Background: an optimization exercise with open tools, aiming at small area and a short achievable clock period. Do not read the settings as production practice.
In this exercise RTL edits were held to simulation tests only and were not proved equivalent to the original.
No activity file was given, so power comes from the tool's default toggle rates.

## flow/design.v (module list and top-level ports; edited modules follow where they fit)
// module hwpe_stream_fifo: 52 lines
// module hwpe_shift_fifo: 51 lines
// module hwpe_ctrl_decode: 92 lines
// module hwpe_mac_engine: 769 lines
// module hwpe_result_unit: 55 lines
// module cluster_hwpe_tile: 114 lines
module cluster_hwpe_tile #(
  parameter int unsigned OpndDepth = 4,
  parameter int unsigned ResDepth  = 4
) (
  input  logic                               clk_i,
  input  logic                               rst_n_i,
  input  logic                               wb_cyc_i,
  input  logic                               wb_stb_i,
  input  logic                               wb_we_i,
  input  logic [tile_cfg_pkg::WB_ADDR_W-1:0] wb_adr_i,
  input  logic [tile_cfg_pkg::WB_DATA_W-1:0] wb_dat_i,
  output logic [tile_cfg_pkg::WB_DATA_W-1:0] wb_dat_o,
  output logic                               wb_ack_o,
  output logic                               wb_err_o,
  output logic                               evt_o
);
  // ...
==> flow/run.sh <==
#!/bin/bash
# synth_recipe.tcl (not shown) runs the flow's synth.tcl, then flattens the netlist and writes it again
# the make line also repeats each setting of config.mk as NAME=value (left out here)
make -C /OpenROAD-flow-scripts/flow DESIGN_CONFIG=/design/flow/config.mk WORK_HOME=/design/flow/orfs CLKGATE_MAP_FILE= SYNTH_SCRIPT=/design/flow/synth_recipe.tcl finish
==> flow/config.mk <==
export PLATFORM = sky130hd
export DESIGN_NAME = cluster_hwpe_tile
export DESIGN_NICKNAME = cluster_hwpe_tile
export VERILOG_FILES = /design/flow/design.v
export SDC_FILE = /design/flow/constraint.sdc
export NUM_CORES = 4
export LEC_CHECK = 0
export ABC_CLOCK_PERIOD_IN_PS = 3500
export CAP_MARGIN = 20
export CORE_MARGIN = 2
export CORE_UTILIZATION = 40
export SETUP_SLACK_MARGIN = 5
export SLEW_MARGIN = 20
==> flow/constraint.sdc <==
create_clock -name core_clock -period 10.0 [get_ports {clk_i}]
set_input_delay 2.0000 -clock core_clock [delete_from_list [all_inputs] [get_ports {clk_i}]]
set_output_delay 2.0000 -clock core_clock [all_outputs]
set_load 0.01 [all_outputs]
==> notes.md, run 1 <==
- Placed Area: 27760 sq um
- Initial drt markers: 1289
- Top Registers: i_opnd_fifo.mem_q x128, i_res_fifo.mem_q x128
- Simple-gate share of the synthesized area: 7.331%
- Hold WC Path Type: register to register
- Fill count: 5903
- Reg-to-reg endpoint: i_engine.c_q[16]
- Setup TNS: 0 ns
- Residual DRC: 0
- Cell Area, Synth: 26250 sq um
- Area leader, netlist: edfxtp_1
- CP max stage cell: dfxtp_1
- Util after Layout: 45.50%
- Full die area: 67690 sq um
- GR Layer Usage met1: 28.22%
- Cell Pwr Density: 303.8 nW/um^2
- Met3 Use GR: 2.310%
- Outcome: complete, no violations
- Commonest non-fill, non-tap cells in the layout: 336 x edfxtp_1, 241 x nand2_1, 200 x inv_1
- Hold path depth: 2
- Hold Violations, Final: 0
- Crit. path cell count: 8
- Hold path start: i_decode.ctrl_q[30]
- Clock buffers and inverters, area share: 5.598%
- Diodes inserted: 2
- Comb power: 4090 uW
- CORE AREA: 64700 sq um
- Largest family of logic cells by synthesized area: adder cells
- Ratio of cells with drive above 1 in the final layout: 11.83%
- Post-synth ARST share: 12.79%
- IR drop worst, VDD: 0.0003269 V
- Tcrit/Tclk final: 42.82%
- Clock latency on the worst-skew pair: 0.61 ns
- GPL Wtd Cong: 0.8568
- Fin nets: 2453
- Slack of the critical path: 5.718 ns
- Share of the synthesized area in the top cell type: 38.44%
==> inputs of run 2 (changes only) <==
--- a/flow/config.mk
+++ b/flow/config.mk
@@ -5,9 +5,10 @@
 export SDC_FILE = /design/flow/constraint.sdc
 export NUM_CORES = 4
 export LEC_CHECK = 0
-export ABC_CLOCK_PERIOD_IN_PS = 3500
+export ABC_CLOCK_PERIOD_IN_PS = 3000
 export CAP_MARGIN = 20
 export CORE_MARGIN = 2
-export CORE_UTILIZATION = 40
+export CORE_UTILIZATION = 60
+export CTS_BUF_LIST = sky130_fd_sc_hd__clkbuf_4 sky130_fd_sc_hd__clkbuf_8
 export SETUP_SLACK_MARGIN = 5
 export SLEW_MARGIN = 20
==> run 2 against run 1 <==
  * Still clean on timing, DRC and antenna
  * Sequential power about the same
  * Combinational power about the same
  * Synthesized cell count unchanged
  * Clock power about the same
  * Maximum frequency decreased by 0.31%
  * Sequential share of layout area increased by 0.51 points
  * Setup slack got worse by 0.013 ns
  * Final area decreased by 1.1%
  * Worst hold slack got worse by 0.0051 ns
  * Critical endpoint is now i_engine.c_q[19]
==> notes.md, run 2 <==
- Outcome: complete, no violations
- CP arrival: 4.69 ns
- Relative slew slack: 29.20%
- Synth Warn #: 7
- Hold Violations, Final: 0 (unchanged)
- Post-synth ARST share: 12.79% (unchanged)
- Vias/cell: 5.898
- Max-slew violations: 0
- I/O Pins: 104
- Fill count: 3339 (-43%)
- Pin slew with the least headroom to its limit: 1.062 ns
- Hold path depth: 2 (unchanged)
- GPL Wtd Cong: 0.8858 (+3.4%)
- Reg clk slew, reported paths: 0.06 ns
- All-layer global routing usage: 30.51%
- Grt ovf: 0
- CTS tree: yes
- Hold WC Path Type: register to register
- Starting Density: 60.80%
- Sequential share of the synthesized area: 49.73%
- IR drop worst, VDD: 0.0004052 V (+24%)
- Clock latency on the worst-skew pair: 0.66 ns (+0.05 ns)
- Multi-input gate area: 11870 sq um
- Top cells by area, synth: edfxtp_1 38%, fa_1 13%, dfxtp_1 5.6%
- Residual DRC: 0 (unchanged)
- Synthesis-to-finish area growth: 10.88%
- Clk pwr share: 20.5%
- HPWL after DPL: 45540 um
- Most frequent cells after synthesis: 336 x edfxtp_1, 241 x nand2_1, 200 x inv_1
- NetSw: 3375 uW
- Initial drt markers: 1464 (+14%)
- Commonest non-fill, non-tap cells in the layout: 336 x edfxtp_1, 241 x nand2_1, 200 x inv_1
- Setup TNS: 0 ns (unchanged)
- Std-Cell Rows: 76
- CTS Hold Bufs: 0
- Crit end category: register
- Critical Path RT: 10.40 ns
- Setup CP Type: register to register
- Peak Freq: 232.8 MHz
- Port Buffers: 73
- Placed Area: 27380 sq um (-1.3%)
- EDFF count, synth: 336
- Cell Pwr Density: 307.3 nW/um^2 (+1.1%)
- Final setup viols: 0
- Pleak: 0.01135 uW
- Switching Fraction: 37.73%
- Seq cells post-synth: 469
- Max Cap Violations: 0
- Post CTS Setup Buffer Count: 0
- Ratio of cells with drive above 1 in the final layout: 14.09% (+2.3 points)
- Initial antenna violation count: 1
- DRT antenna net count: 0
- Cell Area, Synth: 26250 sq um (unchanged)
- H-Tree Depth: 3
- Crit path max fanout: 12
- Top-count cell post-synth: edfxtp_1
- Worst R2R Path Depth: 10
- Final Critical Period: 4.295 ns
- Share of the synthesized area in the top cell type: 38.44% (unchanged)
- Full die area: 45440 sq um (-33%)
- TritonCTS Sinks: 469
- Top Registers: i_opnd_fifo.mem_q x128, i_res_fifo.mem_q x128
- Setup crit start kind: register
- CORE AREA: 43170 sq um (-33%)
- Vias in the first global route: 16920
- TritonCTS Buffers: 79
- Yosys cell types: 67
- Seq pwr share: 34.0%
- Combinational share of power: 45.5%
- Post-synth top flop: edfxtp_1
- DR vias: 16590
- Post-CTS sizing: 0
- Wire per inst: 23.70 um
- Util after Layout: 67.42% (+22 points)
- Synth Net Count: 2428
- Avg Inst Size Synth: 12.41 sq um
- Die W: 213.2 um
- Clk_skew: 0.03302 ns
- Sequential Area: 13060 sq um
- Mapped Cells: 2115
- Fin nets: 2476 (+0.94%)
- Design area: 29110 sq um
- Area leader, netlist: edfxtp_1
- 1st-pass router iterations: 5
- Tcrit/Tclk final: 42.95% (+0.13 points)
- Clock Tree Buf Depth: 3
- RSZ-0062 raised after global routing: no
- Largest net degree at the start of global routing: 69
- CTS root buffer: clkbuf_8
- Leading cell type in the layout, fill and taps excluded: edfxtp_1
- Int Pwr: 5569 uW
- Global-route wire length before repair: 101100 um
- Chip Height: 213.2 um
- Diodes inserted: 0 (-2)
- Total routed wirelength: 66680 um
## run 2: cell counts after synthesis
Identical to the previous run, type by type.
## run 2: routing by layer
| layer | share of wire [%] | vias up | routed length [um] | track usage [%] |
|---|---|---|---|---|
| met1 | 41 | 8401 | 27300 | 40.96 |
| li1 | - | 7389 | - | - |
| met3 | 6.7 | 158 | 4436 | 5.721 |
| met4 | 5.0 | 0 | 3352 | 15.25 |
| met2 | 47 | 642 | 31590 | 48.12 |
| met5 | 0 | - | 0 | 0 |
## run 2: final timing paths
path | from | end | slack [ns]
max in group asynchronous | rst_n_i | i_res_fifo.rd_ptr_q[1] | 7.92
min | i_decode.ctrl_q[19] | i_decode.ctrl_q[19] | 0.48
max | i_engine.neg_q[1] | i_engine.c_q[19] | 5.71
max reg2reg | i_engine.neg_q[1] | i_engine.c_q[19] | 5.71
min reg2reg | i_decode.ctrl_q[19] | i_decode.ctrl_q[19] | 0.48
min in group asynchronous | rst_n_i | i_decode.wb_ack_o | 1.51
## run 2: through the flow
| step | std cells | hold WS (ns) | setup WS, ns | power (uW) |
|---|---|---|---|---|
| 4_1_cts | 2813 | 0.4803 | 5.700 | 9072 |
| 3_3_place_gp | 2667 | 0.4625 | 5.106 | 7049 |
| 3_5_place_dp | 2667 | 0.4654 | 5.067 | 7188 |
| 5_1_grt | 2813 | 0.5030 | 5.550 | 9768 |
| 6_report | 2813 | 0.4756 | 5.705 | 8944 |
| 2_1_floorplan | 2115 | 0.4371 | 5.995 | 5930 |
## run 2: power groups by stage
stage                     sequential, uW  combinational, uW  clock, uW
after floorplan                     2850               3080          0
after global placement              3070               3980          0
after detailed placement            3070               4120          0
after CTS                           3040               4160       1880
after global routing                3060               4760       1950
final                               3040               4070       1840
## run 2: worst max-delay path, stage by stage, from the launching register on
cell and delay, ns:
dfxtp_1 0.91, inv_2 0.37, xnor2_1 0.33, fa_1 0.47
fa_1 0.56, inv_1 0.06, fa_1 0.35, inv_1 0.08
fa_1 0.42, inv_1 0.08, fa_1 0.40
## run 2: kinds of logic after synthesis
kind of cell	after synthesis	synth area share, %
and+or+nand+nor	429	7.331
DFF	469	49.73
xor gates and xnor gates	190	6.339
adders and majority gates	244	16.32
buffers and inverters	343	5.076
AOI/OAI and AO/OA	308	8.155
muxes	132	7.045
## run 2: area by class of cell
type	count	area share, %
sequential	469	44.86
multi-input combinational	1303	40.79
clock buffer	129	5.219
timing repair buffer	101	3.215
inverter	209	2.695
tap	585	2.515
clock inverter	17	0.7007
==> inputs of run 3 (changes only) <==
==> flow/flow/run.sh (new file) <==
#!/bin/bash
# Standard synthesis, then the standard layout with a tighter setup
# target for repair_timing (the clock and constraints are unchanged).
set -euo pipefail
MARGIN=${MARGIN:-6.5}
bash standard.sh synth > synth.log 2>&1
bash standard.sh SETUP_SLACK_MARGIN=$MARGIN finish > layout.log 2>&1
==> flow/standard.sh (new file) <==
#!/bin/bash
# synth_recipe.tcl (not shown) runs the flow's synth.tcl, then flattens the netlist and writes it again
# the make line also repeats each setting of config.mk as NAME=value (left out here)
make -C /OpenROAD-flow-scripts/flow DESIGN_CONFIG=/design/flow/config.mk WORK_HOME=/design/flow/orfs CLKGATE_MAP_FILE= SYNTH_SCRIPT=/design/flow/synth_recipe.tcl "${@:-finish}"
==> flow/config.mk (replaced) <==
export PLATFORM = sky130hd
export DESIGN_NAME = cluster_hwpe_tile
export DESIGN_NICKNAME = cluster_hwpe_tile
export VERILOG_FILES = /design/flow/design.v
export SDC_FILE = /design/flow/constraint.sdc
export NUM_CORES = 4
export LEC_CHECK = 0
export ABC_CLOCK_PERIOD_IN_PS = 3500
export CAP_MARGIN = 20
export CORE_MARGIN = 2
export CORE_UTILIZATION = 40
export SLEW_MARGIN = 20
removed: flow/run.sh
==> run 3 against run 2 <==
  * Still clean on timing, DRC and antenna
  * Utilization fell by 20 points
  * Critical path depth rose by 1
  * Clock power barely moved
  * Maximum frequency rose by 17%
  * Wire length rose by 3.8%
  * First-iteration DRC count fell by 6.6%
  * Die area rose by 49%
  * Clock skew rose by 0.025 ns
  * Largest cell class unchanged
  * Largest power group unchanged
==> notes.md, run 3 <==
- Total routed wirelength: 69220 um (+3.8%)
- Post-synth ARST share: 12.79% (unchanged)
- Crit end category: register
- R2r setup slk: 6.33 ns (+0.63 ns)
- H-Tree Depth: 2 (-1)
- Avg Inst Size Synth: 12.41 sq um (unchanged)
- Full die area: 67690 sq um (+49%)
- Outcome: complete, no violations
- Global-route wire length before repair: 105600 um (+4.5%)
- Setup TNS: 0 ns (unchanged)
- Placed Area: 27970 sq um (+2.1%)
- Tcrit/Tclk final: 36.68% (-6.3 points)
- Bufs and invs on worst path: 4 (unchanged)
- TritonCTS Buffers: 50 (-37%)
- Residual DRC: 0 (unchanged)
- Pin slew with the least headroom to its limit: 0.9188 ns (-0.1433 ns)
- Hold Violations, Final: 0 (unchanged)
- Critical path cell sequence: buf_6 -> buf_12 -> a22oi_2 -> xnor2_1 -> fa_1 -> inv_2 -> fa_2 -> fa_2 -> fa_1 -> inv_2 -> fa_2
- I/O Pins: 104 (unchanged)
- EDFF count, synth: 336 (unchanged)
- Synth Net Count: 2428 (unchanged)
- Multi-input gate area: 12290 sq um (+3.5%)
- Starting Density: 40.57% (-20 points)
- Synth Warn #: 7 (unchanged)
- Cell mode on critical path: fa_2
- Top Registers: i_opnd_fifo.mem_q x128, i_res_fifo.mem_q x128
- Port Buffers: 73 (unchanged)
- Design area: 30520 sq um (+4.8%)
- Post-synth top flop: edfxtp_1
- Diodes inserted: 0 (unchanged)
- Design Power: 9263 uW (+3.6%)
- DRT antenna net count: 0 (unchanged)
- CP arrival: 4.00 ns (-0.69 ns)
- Reg clk slew, reported paths: 0.07 ns (about the same)
- Grt ovf: 0 (unchanged)
- Critical Path RT: 10.33 ns (-0.07 ns)
- Area leader, netlist: edfxtp_1
- Final Critical Period: 3.668 ns (-0.6270 ns)
- Crit. path cell count: 11 (+1)
- Initial antenna violation count: 2 (+1)
- CTS root buffer: clkbuf_16
- Vias in the first global route: 17080 (+0.99%)
- IR drop worst, VDD: 0.0002533 V (-37%)
- Synthesis-to-finish area growth: 16.26%
- Clk_skew: 0.05781 ns (+0.02479 ns)
- Relative slew slack: 38.75% (+9.6 points)
- Share of the synthesized area in the top cell type: 38.44% (unchanged)
- Leading cell type in the layout, fill and taps excluded: edfxtp_1
- Top-count cell post-synth: edfxtp_1
- Setup crit start kind: register
- Top cells by area, synth: edfxtp_1 38%, fa_1 13%, dfxtp_1 5.6%
- Sequential share of the synthesized area: 49.73% (unchanged)
- Mapped Cells: 2115 (unchanged)
- Fill count: 5770 (+73%)
- Cell Area, Synth: 26250 sq um (unchanged)
- Final setup viols: 0 (unchanged)
- Most frequent cells after synthesis: 336 x edfxtp_1, 241 x nand2_1, 200 x inv_1
- Vias/cell: 5.363 (-9.1%)
- Hold path depth: 2 (unchanged)
- CP max stage cell: fa_2
- CORE AREA: 64700 sq um (+50%)
- Worst R2R Path Depth: 11 (+1)
- Yosys cell types: 67 (unchanged)
- All-layer global routing usage: 20.61% (-9.9 points)
- HPWL after DPL: 46910 um (+3.0%)
- Hold WC Path Type: register to register
- Commonest non-fill, non-tap cells in the layout: 336 x edfxtp_1, 240 x nand2_1, 186 x inv_1
- Seq cells post-synth: 469 (unchanged)
- Initial drt markers: 1367 (-6.6%)
- Peak Freq: 272.6 MHz (+17%)
- CP max stage delay: 0.55 ns (-0.36 ns)
- Clock Tree Buf Depth: 3 (unchanged)
- TritonCTS Sinks: 469 (unchanged)
- Chip Height: 260.2 um (+22%)
- Std-Cell Rows: 93 (+22%)
- Top Family by Delay on Critical Path: adder cells
- Crit path max fanout: 6 (-6)
- Largest net degree at the start of global routing: 65 (-5.8%)
- Ratio of cells with drive above 1 in the final layout: 19.42% (+5.3 points)
- DR vias: 16550 (-0.27%)
- Pleak: 0.01187 uW (+4.6%)
- GPL Wtd Cong: 0.8636 (-2.5%)
- Max Cap Violations: 0 (unchanged)
- Die W: 260.2 um (+22%)
- Fin nets: 2501 (+1.0%)
- Final hold slack: 0.4900 ns (+0.01432 ns)
- CTS tree: yes
- Setup CP Type: register to register
- Clock latency on the worst-skew pair: 0.64 ns (-0.02 ns)
- 1st-pass router iterations: 6 (+1)
- Wire per inst: 22.44 um (-5.3%)
- Sequential Area: 13090 sq um (+0.25%)
- Cell Pwr Density: 303.5 nW/um^2 (-1.2%)
- RSZ-0062 raised after global routing: yes
- Max-slew violations: 0 (unchanged)
## run 3: cell counts after synthesis
No cell type changed its count.
## run 3: cell type report
type,instances,share of cell area [%]
tap,855,3.505
timing repair buffer,155,5.113
sequential,469,42.89
multi-input combinational,1303,40.29
inverter,209,2.669
clock buffer,68,4.686
clock inverter,26,0.8487
## run 3: power breakdown
part	switching, uW	internal (uW)	leakage (uW)
logic	2490	1920	0.00647
clock network	817	1050	0.000810
registers	244	2740	0.00459
total	3550	5710	0.0119
## run 3: worst register-to-register path, cell delays in order, from the launching register on
cell	delay, ns
edfxtp_1	0.38
buf_6	0.16
buf_12	0.16
a22oi_2	0.17
xnor2_1	0.10
fa_1	0.51
inv_2	0.04
fa_2	0.40
fa_2	0.55
fa_1	0.42
inv_2	0.07
fa_2	0.42
## run 3: worst paths after layout
kind	from	to
worst max-delay path	i_opnd_fifo.mem_q[0][6]	i_engine.c_q[17]
worst min-delay path	i_decode.ctrl_q[30]	i_decode.ctrl_q[30]
worst max register to register	i_opnd_fifo.mem_q[0][6]	i_engine.c_q[17]
worst min register to register	i_decode.ctrl_q[30]	i_decode.ctrl_q[30]
max in group asynchronous	rst_n_i	i_res_fifo.rd_ptr_q[0]
min in group asynchronous	rst_n_i	i_res_fifo.count_q[2]
## run 3: kinds of logic after synthesis
family / share of synthesized area, %
simple gates: 7.331
flops: 49.73
compound gates: 8.155
fa+ha+maj: 16.32
mux: 7.045
buf+inv: 5.076
xor+xnor: 6.339
## run 3: timing repair
| item | 4_1_cts | 5_1_grt |
|---|---|---|
| endpoints found under the setup margin | 138 | 92 |
| resized for setup | 97 | 59 |
| buffers inserted | 40 | 3 |
| gates cloned | 1 | 0 |
| pin swaps | 35 | 44 |
| hold buffers | 0 | 0 |
## run 3: layer usage
layer  up-vias  share of wire [%]  track usage, %
li1       7432                  -               -
met1      8409                 43           28.62
met2       577                 47           32.73
met3       128                6.3           2.904
met4         0                4.0           8.111
met5         -                  0               0
## run 3: through the flow
step / worst slack (ns) / std cells / utilization [%]
floorplan: 6.301 / 2115 / -
global placement: 4.919 / 2947 / 43.23
detailed placement: 4.858 / 2947 / 43.23
CTS: 6.272 / 3082 / 46.85
global route: 6.259 / 3085 / 47.17
finish: 6.332 / 3085 / 47.17

static timing again, ports no longer ideal:
The results above use ideal ports. As a check the final layouts listed here were re-extracted and re-timed, cells and wires unchanged.
Step 1, drivers: a clkbuf_16 drives clk_i and a buf_2 each remaining input, both assumed.
Step 2 adds t to the input delays and takes it off the output delays; t is the mean of the earliest and latest rising clock arrival at the registers after step 1. Input paths then give back, and output paths get back, about the clock's delay inside the block.
Slacks: ideal / step 1 / step 2; pairs: ideal / step 1.
run	shift t [ns]	slack for setup (ns)	hold WS [ns]	worst data-port slew with drivers (ns)	cell pins on the clock port's net
run 1	0.648	5.718 / 5.718 / 5.169	0.481 / 0.481 / 0.481	0.08	1
run 2	0.706	5.705 / 5.705 / 5.058	0.476 / 0.476 / 0.476	0.04	1
run 3	0.665	6.332 / 6.332 / 6.011	0.490 / 0.490 / 0.490	0.08	1
After both steps setup and hold are still met in every run listed. For run 2, which loses most, drivers alone change the setup slack by 0.000 ns; drivers and shift together by -0.647 ns.
